From an optimization exercise on the open Yosys and OpenROAD flow, aimed at a short achievable clock period and few clock cycles; shortcuts taken in it are not production practice. Function was checked by simulation only, so behaviour that the tests miss may differ from the original. Power and IR drop assume default switching activity.

## flow/constraint.sdc

```tcl
create_clock -name core_clock -period 9.0 [get_ports {clock}]
set_input_delay 1.8000 -clock core_clock [delete_from_list [all_inputs] [get_ports {clock}]]
set_output_delay 1.8000 -clock core_clock [all_outputs]
set_load 0.01 [all_outputs]
```

## flow/config.mk

```make
export PLATFORM = sky130hd
export DESIGN_NAME = deadline_timer_queue_top
export DESIGN_NICKNAME = deadline_timer_queue_top
export VERILOG_FILES = /design/flow/design.v
export SDC_FILE = /design/flow/constraint.sdc
export NUM_CORES = 4
export LEC_CHECK = 0
export CAP_MARGIN = 20
export CORE_MARGIN = 2
export CORE_UTILIZATION = 40
export SLEW_MARGIN = 20
```

## flow/design.v

```verilog
`default_nettype none
package dtq_pkg;
   localparam int unsigned HANDLE_W    = 8;
   localparam int unsigned DEADLINE_W  = 63;
   localparam int unsigned INTERVAL_W  = 48;
   localparam int unsigned REQ_TDATA_W = 184;
   localparam int unsigned RSP_TDATA_W = 80;
   localparam int unsigned MAX_RESULTS = 16;
   localparam int unsigned FIRE_IDX_W  = 4;
   localparam int unsigned FIRE_CNT_W  = 5;
   localparam logic ACTION_ADD  = 1'b0;
   localparam logic ACTION_TICK = 1'b1;
   localparam logic [DEADLINE_W-1:0] DEADLINE_MAX = {DEADLINE_W{1'b1}};
   typedef struct packed {
      logic [DEADLINE_W-1:0] deadline;
      logic [INTERVAL_W-1:0] interval;
      logic [HANDLE_W-1:0]   handle;
   } entry_type;
   localparam int unsigned ENTRY_W = DEADLINE_W + INTERVAL_W + HANDLE_W;
   typedef struct packed {
      logic [RSP_TDATA_W-HANDLE_W-DEADLINE_W-5:0] pad;
      logic                                       queue_empty;
      logic [DEADLINE_W-1:0]                      next_deadline;
      logic                                       dropped;
      logic                                       earliest_changed;
      logic                                       expired_valid;
      logic [HANDLE_W-1:0]                        expired_handle;
   } rsp_type;
endpackage
`default_nettype wire
`default_nettype none
module dtq_ram #(
   parameter int unsigned WIDTH = 8,
   parameter int unsigned DEPTH = 16
) (
   input  wire logic                                     clock,
   input  wire logic                                     wr_en,
   input  wire logic [((DEPTH > 1) ? $clog2(DEPTH) : 1)-1:0] wr_addr,
   input  wire logic [WIDTH-1:0]                         wr_data,
   input  wire logic [((DEPTH > 1) ? $clog2(DEPTH) : 1)-1:0] rd_addr,
   output logic      [WIDTH-1:0]                         rd_data
);
   logic [WIDTH-1:0] mem_ff [DEPTH];
   logic [WIDTH-1:0] rd_data_ff;
   always_ff @(posedge clock) begin
      if (wr_en) begin
         mem_ff[wr_addr] <= wr_data;
      end
      rd_data_ff <= mem_ff[rd_addr];
   end
   assign rd_data = rd_data_ff;
endmodule
`default_nettype wire
`default_nettype none
module deadline_timer_queue_top #(
   parameter int unsigned CAPACITY = 16
) (
   input  wire logic                              clock,
   input  wire logic                              reset,
   input  wire logic                              req_tvalid,
   output logic                                   req_tready,
   input  wire logic [dtq_pkg::REQ_TDATA_W-1:0]   req_tdata,
   input  wire logic                              req_tuser,
   output logic                                   rsp_tvalid,
   input  wire logic                              rsp_tready,
   output logic      [dtq_pkg::RSP_TDATA_W-1:0]   rsp_tdata,
   output logic                                   rsp_tlast
);
   localparam int unsigned PTR_W = (CAPACITY > 1) ? $clog2(CAPACITY) : 1;
   localparam int unsigned CNT_W = $clog2(CAPACITY + 1);
   localparam int unsigned SUM_W = CNT_W + 1;
   localparam logic [3:0] ST_IDLE      = 4'd0;
   localparam logic [3:0] ST_INS_CHK   = 4'd1;
   localparam logic [3:0] ST_INS_CMP   = 4'd2;
   localparam logic [3:0] ST_SCAN_CHK  = 4'd3;
   localparam logic [3:0] ST_SCAN_CMP  = 4'd4;
   localparam logic [3:0] ST_SCAN_DONE = 4'd5;
   localparam logic [3:0] ST_REARM     = 4'd6;
   localparam logic [3:0] ST_HEAD_RD   = 4'd7;
   localparam logic [3:0] ST_HEAD_WAIT = 4'd8;
   localparam logic [3:0] ST_EMIT      = 4'd9;
   function automatic logic [PTR_W-1:0] phys(input logic [PTR_W-1:0] head,
                                             input logic [CNT_W-1:0] idx);
      logic [SUM_W-1:0] sum;
      sum = SUM_W'(head) + SUM_W'(idx);
      if (sum >= SUM_W'(CAPACITY)) begin
         sum = sum - SUM_W'(CAPACITY);
      end
      phys = PTR_W'(sum);
   endfunction
   logic [3:0]                        state_ff, state_in;
   logic [CNT_W-1:0]                  count_ff, count_in;
   logic [PTR_W-1:0]                  head_ff, head_in;
   logic [CNT_W-1:0]                  pos_ff, pos_in;
   logic [dtq_pkg::FIRE_CNT_W-1:0]    n_ff, n_in;
   logic [dtq_pkg::FIRE_CNT_W-1:0]    k_ff, k_in;
   logic                              is_tick_ff, is_tick_in;
   logic                              early_ff, early_in;
   logic                              drop_ff, drop_in;
   logic [dtq_pkg::DEADLINE_W-1:0]    now_ff, now_in;
   logic [dtq_pkg::DEADLINE_W-1:0]    head_dl_ff, head_dl_in;
   dtq_pkg::entry_type                ins_ff, ins_in;
   logic                              rsp_valid_ff, rsp_valid_in;
   dtq_pkg::rsp_type                  rsp_data_ff, rsp_data_in;
   logic                              rsp_last_ff, rsp_last_in;
   logic [dtq_pkg::HANDLE_W-1:0]      fired_h_ff  [dtq_pkg::MAX_RESULTS];
   logic [dtq_pkg::INTERVAL_W-1:0]    fired_iv_ff [dtq_pkg::MAX_RESULTS];
   logic                              fire_wr;
   logic                              ram_wr_en;
   logic [PTR_W-1:0]                  ram_wr_addr;
   dtq_pkg::entry_type                ram_wr_data;
   logic [PTR_W-1:0]                  ram_rd_addr;
   dtq_pkg::entry_type                ram_rd_data;
   logic [dtq_pkg::ENTRY_W-1:0]       ram_rd_bits;
   logic                              accept;
   logic                              slot_free;
   logic [dtq_pkg::FIRE_IDX_W-1:0]    k_idx;
   logic [dtq_pkg::DEADLINE_W:0]      rearm_sum;
   logic [dtq_pkg::DEADLINE_W-1:0]    rearm_dl;
   logic [CNT_W-1:0]                  n_cnt;
   logic [CNT_W-1:0]                  pos_m1;
   logic                              fire_out;
   dtq_ram #(
      .WIDTH (dtq_pkg::ENTRY_W),
      .DEPTH (CAPACITY)
   ) u_entries (
      .clock   (clock),
      .wr_en   (ram_wr_en),
      .wr_addr (ram_wr_addr),
      .wr_data (ram_wr_data),
      .rd_addr (ram_rd_addr),
      .rd_data (ram_rd_bits)
   );
   assign ram_rd_data = dtq_pkg::entry_type'(ram_rd_bits);
   assign req_tready = (state_ff == ST_IDLE);
   assign accept     = req_tvalid && req_tready;
   assign slot_free  = !rsp_valid_ff || rsp_tready;
   assign k_idx      = k_ff[dtq_pkg::FIRE_IDX_W-1:0];
   assign n_cnt      = CNT_W'(n_ff);
   assign pos_m1     = pos_ff - CNT_W'(1);
   assign fire_out   = is_tick_ff && (n_ff != '0);
   assign rearm_sum  = {1'b0, now_ff} + (dtq_pkg::DEADLINE_W + 1)'(fired_iv_ff[k_idx]);
   assign rearm_dl   = rearm_sum[dtq_pkg::DEADLINE_W] ? dtq_pkg::DEADLINE_MAX
                                                      : rearm_sum[dtq_pkg::DEADLINE_W-1:0];
   always_comb begin
      state_in     = state_ff;
      count_in     = count_ff;
      head_in      = head_ff;
      pos_in       = pos_ff;
      n_in         = n_ff;
      k_in         = k_ff;
      is_tick_in   = is_tick_ff;
      early_in     = early_ff;
      drop_in      = drop_ff;
      now_in       = now_ff;
      head_dl_in   = head_dl_ff;
      ins_in       = ins_ff;
      rsp_valid_in = rsp_valid_ff && !rsp_tready;
      rsp_data_in  = rsp_data_ff;
      rsp_last_in  = rsp_last_ff;
      fire_wr      = 1'b0;
      ram_wr_en    = 1'b0;
      ram_wr_addr  = phys(head_ff, pos_ff);
      ram_wr_data  = ins_ff;
      ram_rd_addr  = phys(head_ff, pos_m1);
      unique case (state_ff)
         ST_IDLE: begin
            if (accept) begin
               ins_in.handle   = req_tdata[7:0];
               ins_in.deadline = req_tdata[70:8];
               ins_in.interval = req_tdata[118:71];
               now_in          = req_tdata[181:119];
               k_in            = '0;
               n_in            = '0;
               drop_in         = 1'b0;
               early_in        = 1'b0;
               pos_in          = count_ff;
               if (req_tuser == dtq_pkg::ACTION_TICK) begin
                  is_tick_in = 1'b1;
                  state_in   = ST_SCAN_CHK;
               end else begin
                  is_tick_in = 1'b0;
                  if (count_ff == CNT_W'(CAPACITY)) begin
                     drop_in  = 1'b1;
                     state_in = ST_EMIT;
                  end else begin
                     early_in = (count_ff == '0) || (req_tdata[70:8] < head_dl_ff);
                     state_in = ST_INS_CHK;
                  end
               end
            end
         end
         ST_INS_CHK: begin
            if (pos_ff == '0) begin
               ram_wr_en = 1'b1;
               count_in  = count_ff + CNT_W'(1);
               state_in  = is_tick_ff ? ST_REARM : ST_HEAD_RD;
            end else begin
               state_in = ST_INS_CMP;
            end
         end
         ST_INS_CMP: begin
            ram_wr_en = 1'b1;
            if (ram_rd_data.deadline > ins_ff.deadline) begin
               ram_wr_data = ram_rd_data;
               pos_in      = pos_m1;
               ram_rd_addr = phys(head_ff, pos_m1 - CNT_W'(1));
               if (pos_m1 == '0) begin
                  state_in = ST_INS_CHK;
               end
            end else begin
               count_in = count_ff + CNT_W'(1);
               state_in = is_tick_ff ? ST_REARM : ST_HEAD_RD;
            end
         end
         ST_SCAN_CHK: begin
            ram_rd_addr = phys(head_ff, n_cnt);
            if ((n_cnt < count_ff) && (n_ff < dtq_pkg::FIRE_CNT_W'(dtq_pkg::MAX_RESULTS))) begin
               state_in = ST_SCAN_CMP;
            end else begin
               state_in = ST_SCAN_DONE;
            end
         end
         ST_SCAN_CMP: begin
            if (ram_rd_data.deadline <= now_ff) begin
               fire_wr  = 1'b1;
               n_in     = n_ff + dtq_pkg::FIRE_CNT_W'(1);
               state_in = ST_SCAN_CHK;
            end else begin
               state_in = ST_SCAN_DONE;
            end
         end
         ST_SCAN_DONE: begin
            head_in  = phys(head_ff, n_cnt);
            count_in = count_ff - n_cnt;
            k_in     = '0;
            state_in = ST_REARM;
         end
         ST_REARM: begin
            if (k_ff == n_ff) begin
               state_in = ST_HEAD_RD;
            end else begin
               k_in = k_ff + dtq_pkg::FIRE_CNT_W'(1);
               if (fired_iv_ff[k_idx] != '0) begin
                  ins_in.handle   = fired_h_ff[k_idx];
                  ins_in.interval = fired_iv_ff[k_idx];
                  ins_in.deadline = rearm_dl;
                  pos_in          = count_ff;
                  state_in        = ST_INS_CHK;
               end
            end
         end
         ST_HEAD_RD: begin
            ram_rd_addr = head_ff;
            state_in    = ST_HEAD_WAIT;
         end
         ST_HEAD_WAIT: begin
            head_dl_in = ram_rd_data.deadline;
            k_in       = '0;
            state_in   = ST_EMIT;
         end
         ST_EMIT: begin
            if (slot_free) begin
               rsp_valid_in                 = 1'b1;
               rsp_data_in.pad              = '0;
               rsp_data_in.queue_empty      = (count_ff == '0);
               rsp_data_in.next_deadline    = (count_ff == '0) ? '0 : head_dl_ff;
               rsp_data_in.dropped          = drop_ff;
               rsp_data_in.earliest_changed = early_ff;
               rsp_data_in.expired_valid    = fire_out;
               rsp_data_in.expired_handle   = fire_out ? fired_h_ff[k_idx] : '0;
               rsp_last_in = !fire_out || (k_ff + dtq_pkg::FIRE_CNT_W'(1) == n_ff);
               k_in        = k_ff + dtq_pkg::FIRE_CNT_W'(1);
               if (rsp_last_in) begin
                  state_in = ST_IDLE;
               end
            end
         end
         default: begin
            state_in = ST_IDLE;
         end
      endcase
   end
   always_ff @(posedge clock) begin
      if (reset) begin
         state_ff     <= ST_IDLE;
         count_ff     <= '0;
         head_ff      <= '0;
         rsp_valid_ff <= 1'b0;
      end else begin
         state_ff     <= state_in;
         count_ff     <= count_in;
         head_ff      <= head_in;
         rsp_valid_ff <= rsp_valid_in;
      end
   end
   always_ff @(posedge clock) begin
      pos_ff      <= pos_in;
      n_ff        <= n_in;
      k_ff        <= k_in;
      is_tick_ff  <= is_tick_in;
      early_ff    <= early_in;
      drop_ff     <= drop_in;
      now_ff      <= now_in;
      head_dl_ff  <= head_dl_in;
      ins_ff      <= ins_in;
      rsp_data_ff <= rsp_data_in;
      rsp_last_ff <= rsp_last_in;
      if (fire_wr) begin
         fired_h_ff[n_ff[dtq_pkg::FIRE_IDX_W-1:0]]  <= ram_rd_data.handle;
         fired_iv_ff[n_ff[dtq_pkg::FIRE_IDX_W-1:0]] <= ram_rd_data.interval;
      end
   end
   assign rsp_tvalid = rsp_valid_ff;
   assign rsp_tdata  = rsp_data_ff;
   assign rsp_tlast  = rsp_last_ff;
endmodule
`default_nettype wire
```

## flow/run.sh

```bash
#!/bin/bash
# synth_recipe.tcl (not shown) runs the flow's synth.tcl, then flattens the netlist and writes it again
# the make line also repeats each setting of config.mk as NAME=value (left out here)
make -C /OpenROAD-flow-scripts/flow DESIGN_CONFIG=/design/flow/config.mk WORK_HOME=/design/flow/orfs CLKGATE_MAP_FILE= SYNTH_SCRIPT=/design/flow/synth_recipe.tcl finish
```

==> run summary <==
==> worst reg2reg max path, cell delays in order (launching register included) <==
cell,delay (ns)
dfxtp_4,0.75
buf_12,0.48
mux4_2,0.59
mux4_2,0.67
ha_1,0.45
a21o_1,0.19
a21o_1,0.17
a211oi_1,0.51
a211oi_1,0.17
buf_4,0.20
o211ai_1,0.23
or3b_1,0.52
a221o_1,0.48
and2_1,0.34
a31oi_4,0.20
buf_4,0.56
a21oi_1,0.23
==> metal layers <==
layer	routed length [µm]	track usage (%)	vias to the layer above
li1	-	-	30780
met4	12680	6.924	4
met5	24	0	-
met2	181900	36.01	3195
met3	30310	3.493	595
met1	164900	31.72	38590
==> stage by stage <==
| stage | total power (W) | instances | worst slack [ns] |
|---|---|---|---|
| global route | 0.06420 | 12560 | 1.768 |
| global placement | 0.04740 | 11930 | 2.064 |
| finish | 0.06190 | 12570 | 1.964 |
| floorplan | 0.03854 | 7457 | 1.739 |
| detailed placement | 0.04773 | 11930 | 2.057 |
| CTS | 0.06193 | 12560 | 2.040 |
==> flip-flops by register name, indices dropped and copies added (netlist names), named ones only <==
| signal | count |
|---|---|
| pos_ff | 5 |
| k_ff | 5 |
| head_ff | 4 |
| drop_ff | 1 |
| early_ff | 1 |
| rsp_valid_ff | 1 |
| n_ff | 5 |
| state_ff | 4 |
| fired_h_ff | 128 |
| ins_ff | 119 |
| u_entries.mem_ff | 1904 |
| count_ff | 5 |
| is_tick_ff | 1 |
| fired_iv_ff | 768 |
| rsp_last_ff | 1 |
| rsp_data_ff | 75 |
| now_ff | 63 |
| u_entries.rd_data_ff | 119 |
| head_dl_ff | 63 |
==> where the power goes <==
group / leakage [nW] / total [W] / switching [W] / internal [W]
Clock: 5.54 / 0.0142 / 0.00599 / 0.00820
Sequential: 29.5 / 0.0218 / 0.00149 / 0.0203
Combinational: 16.3 / 0.0259 / 0.0161 / 0.00981
==> path summary, 6_finish.rpt <==
path / startpoint / endpoint / slack, ns / depth (start not counted)
setup reg to reg: flip-flop / ins_ff[63]$_DFFE_PP_ / 1.96 / 16
setup / recovery: flip-flop / ins_ff[63]$_DFFE_PP_ / 1.96 / 16
hold / removal: drop_ff$_SDFFCE_PP0P_ / rsp_data_ff[10]$_DFFE_PP_ / 0.42 / 0
hold reg to reg: drop_ff$_SDFFCE_PP0P_ / rsp_data_ff[10]$_DFFE_PP_ / 0.42 / 0
==> cell type report <==
class,instances,area (µm²)
Antenna cell,10,25.02
Clock buffer,451,9310
Clock inverter,184,2026
Fill cell,27810,177800
Inverter,224,840.8
Multi-Input combinational cell,3587,33500
Sequential cell,3276,97020
Tap cell,4366,5463
Timing Repair Buffer,473,4569
==> cell usage in the layout (no fill, tap or decap), drive strengths merged, types with 137 or more instances in the layout <==
cell type and count:
nor2 222, ha 261, a211oi 142, buf 209, mux4 280, inv 240
a21oi 161, mux2 537, edfxtp 3139, nand2 325, mux2i 479, dfxtp 137
clkbuf 451, clkdlybuf4s50 264, o22ai 241
==> logic make-up after synthesis <==
kind of cell             Yosys count  share of synthesized area, %
other                              1                      0.002823
buffers and inverters            594                         2.047
AO/OA/AOI/OAI                   1126                         6.181
adder cells (fa/ha/maj)          267                         2.549
multiplexers                    1296                         12.91
XOR/XNOR                          89                        0.5868
flip-flops                      3276                         73.02
AND/OR/NAND/NOR                  804                         2.705
==> impl_metrics.ini <==
[route]
detail-route-antenna-nets = 0
vias_per_cell = 5.821
finalWirelength_um = 389800
vias = 73170
routedWlPerCell_um = 31.01
firstDrtPassIters = 6
drcViolationCount = 0
drtIter0Drc = 8310

[worst_setup_path]
crit_chain = buf_12 -> mux4_2 -> mux4_2 -> ha_1 -> a21o_1 -> a21o_1 -> a211oi_1 -> a211oi_1 -> buf_4 -> o211ai_1 -> or3b_1 -> a221o_1 -> and2_1 -> a31oi_4 -> buf_4 -> a21oi_1
critical_path_buf_inv_count = 3
crit_path_start_kind = flip-flop
critPathMaxStageDelay_ns = 0.75
path_max_fanout = 50
crit_type = reg -> reg
cp.arrival_ns = 7.67
required_ns = 9.63
endpoint_kind = flip-flop
crit_family = compound AO/OA/AOI/OAI gates
crit_path_top_delay_cell = dfxtp_4

[yosys]
synth_common_cells = 3139 x edfxtp_1, 537 x mux2_2, 479 x mux2i_1, 325 x nand2_1, 280 x mux4_2
synth_warnings = 2
synth_top_area_cell = edfxtp_1
yosysMostFrequentCell = edfxtp_1
syn_area_um2 = 132800
avgSynthCellArea_um2 = 17.82
ys.flop_type = edfxtp_1
synth_enable_flop_cells = 3139
ys_ff_latch = 3276
synthDistinctLibCells = 79
ys_async_sr_fraction_pct = 0
synth_area_leaders = edfxtp_1 71%, mux4_2 4.7%, mux2_2 4.6%
synthCells = 7453
synth_top_area_share_pct = 70.96
seq_area_frac_synth_pct = 73.02

[die]
die_w_um = 580.3
die_area_um2 = 336700
row_count = 211
core_area_um2 = 330500
start_util_pct = 40.19
io_pins = 272
die_y_um = 580.3

[clocking]
clock_latency_ns = 0.94
tritoncts = done
clk_pin_slew_ns = 0.06
clock_sinks = 3276
postCtsSetupRepairBufs = 0
ctsResizeCount = 0
htreeDepth = 5
root_buffer = clkbuf_16
cts.path.max_buffers = 4
ctsHoldBuffers = 0
cts_buffers = 342

[sta]
whs_ns = 0.4247
slew_violations = 0
relSlewSlack_pct = 25.35
rsz0062_at_grt = false
hold_viol = 0
tightest_slew_ns = 1.117
setup_tns_ns = 0
setup_violations = 0
max_freq_mhz = 142.1
post-route-period-util_pct = 78.18
fin_skew_ns = 0.05797
min_period_ns = 7.036

[cells_and_area]
design_area_um2 = 152800
area.growth.synth_to_final_pct = 14.99
nets = 8360
drive_above_1_share_pct = 20.26
utilization_pct = 46.21

[run]
maxCapViolCount = 0

[pwr]
vdd_drop_max_uv = 551.0
power_density_nw_per_um2 = 405.2
leakage_nw = 51.29

[global_routing]
grt_pass1_wl_um = 542200
grt_pass1_vias = 72110
grt_use_total_pct = 22.52
grt_overflow = 0
grt_max_degree = 145
antenna_found_initial = 22

[placed_design]
place_area_um2 = 141300
port_buffers = 264
place_hpwl_um = 223000
place.gp.congestion = 0.8916

[run_status]
status = timing/DRC/antenna clean

[min_path]
holdCritPathClass = reg -> reg
Testbench counts, summed over its fixed seeds: cycles 197,742.

-- what the ideal ports hide --
The results above use ideal ports. As a check the final layout listed here was re-extracted and re-timed, cells and wires unchanged.
Step 1 (the two cells are an assumption about what drives the block):
set clk [get_ports {clock}]
set_driving_cell -lib_cell sky130_fd_sc_hd__clkbuf_16 $clk
set_driving_cell -lib_cell sky130_fd_sc_hd__buf_2 [delete_from_list [all_inputs] $clk]
Step 2 moves the port delays by t, midway between the first and last clock arrival at a register: inputs arrive t later, outputs are due t later. That takes back most of the time a late clock gives input paths.
a / b / c = ideal / step 1 / step 2; a / b = the first two.
shift t [ns]: 1.006
setup slack, ns: 1.964 / 1.964 / 1.964
worst setup path after step 2: register to register
After both steps setup and hold are still met in this run. The setup slack of this run moves by 0.000 ns with the drivers and by 0.000 ns with both steps.
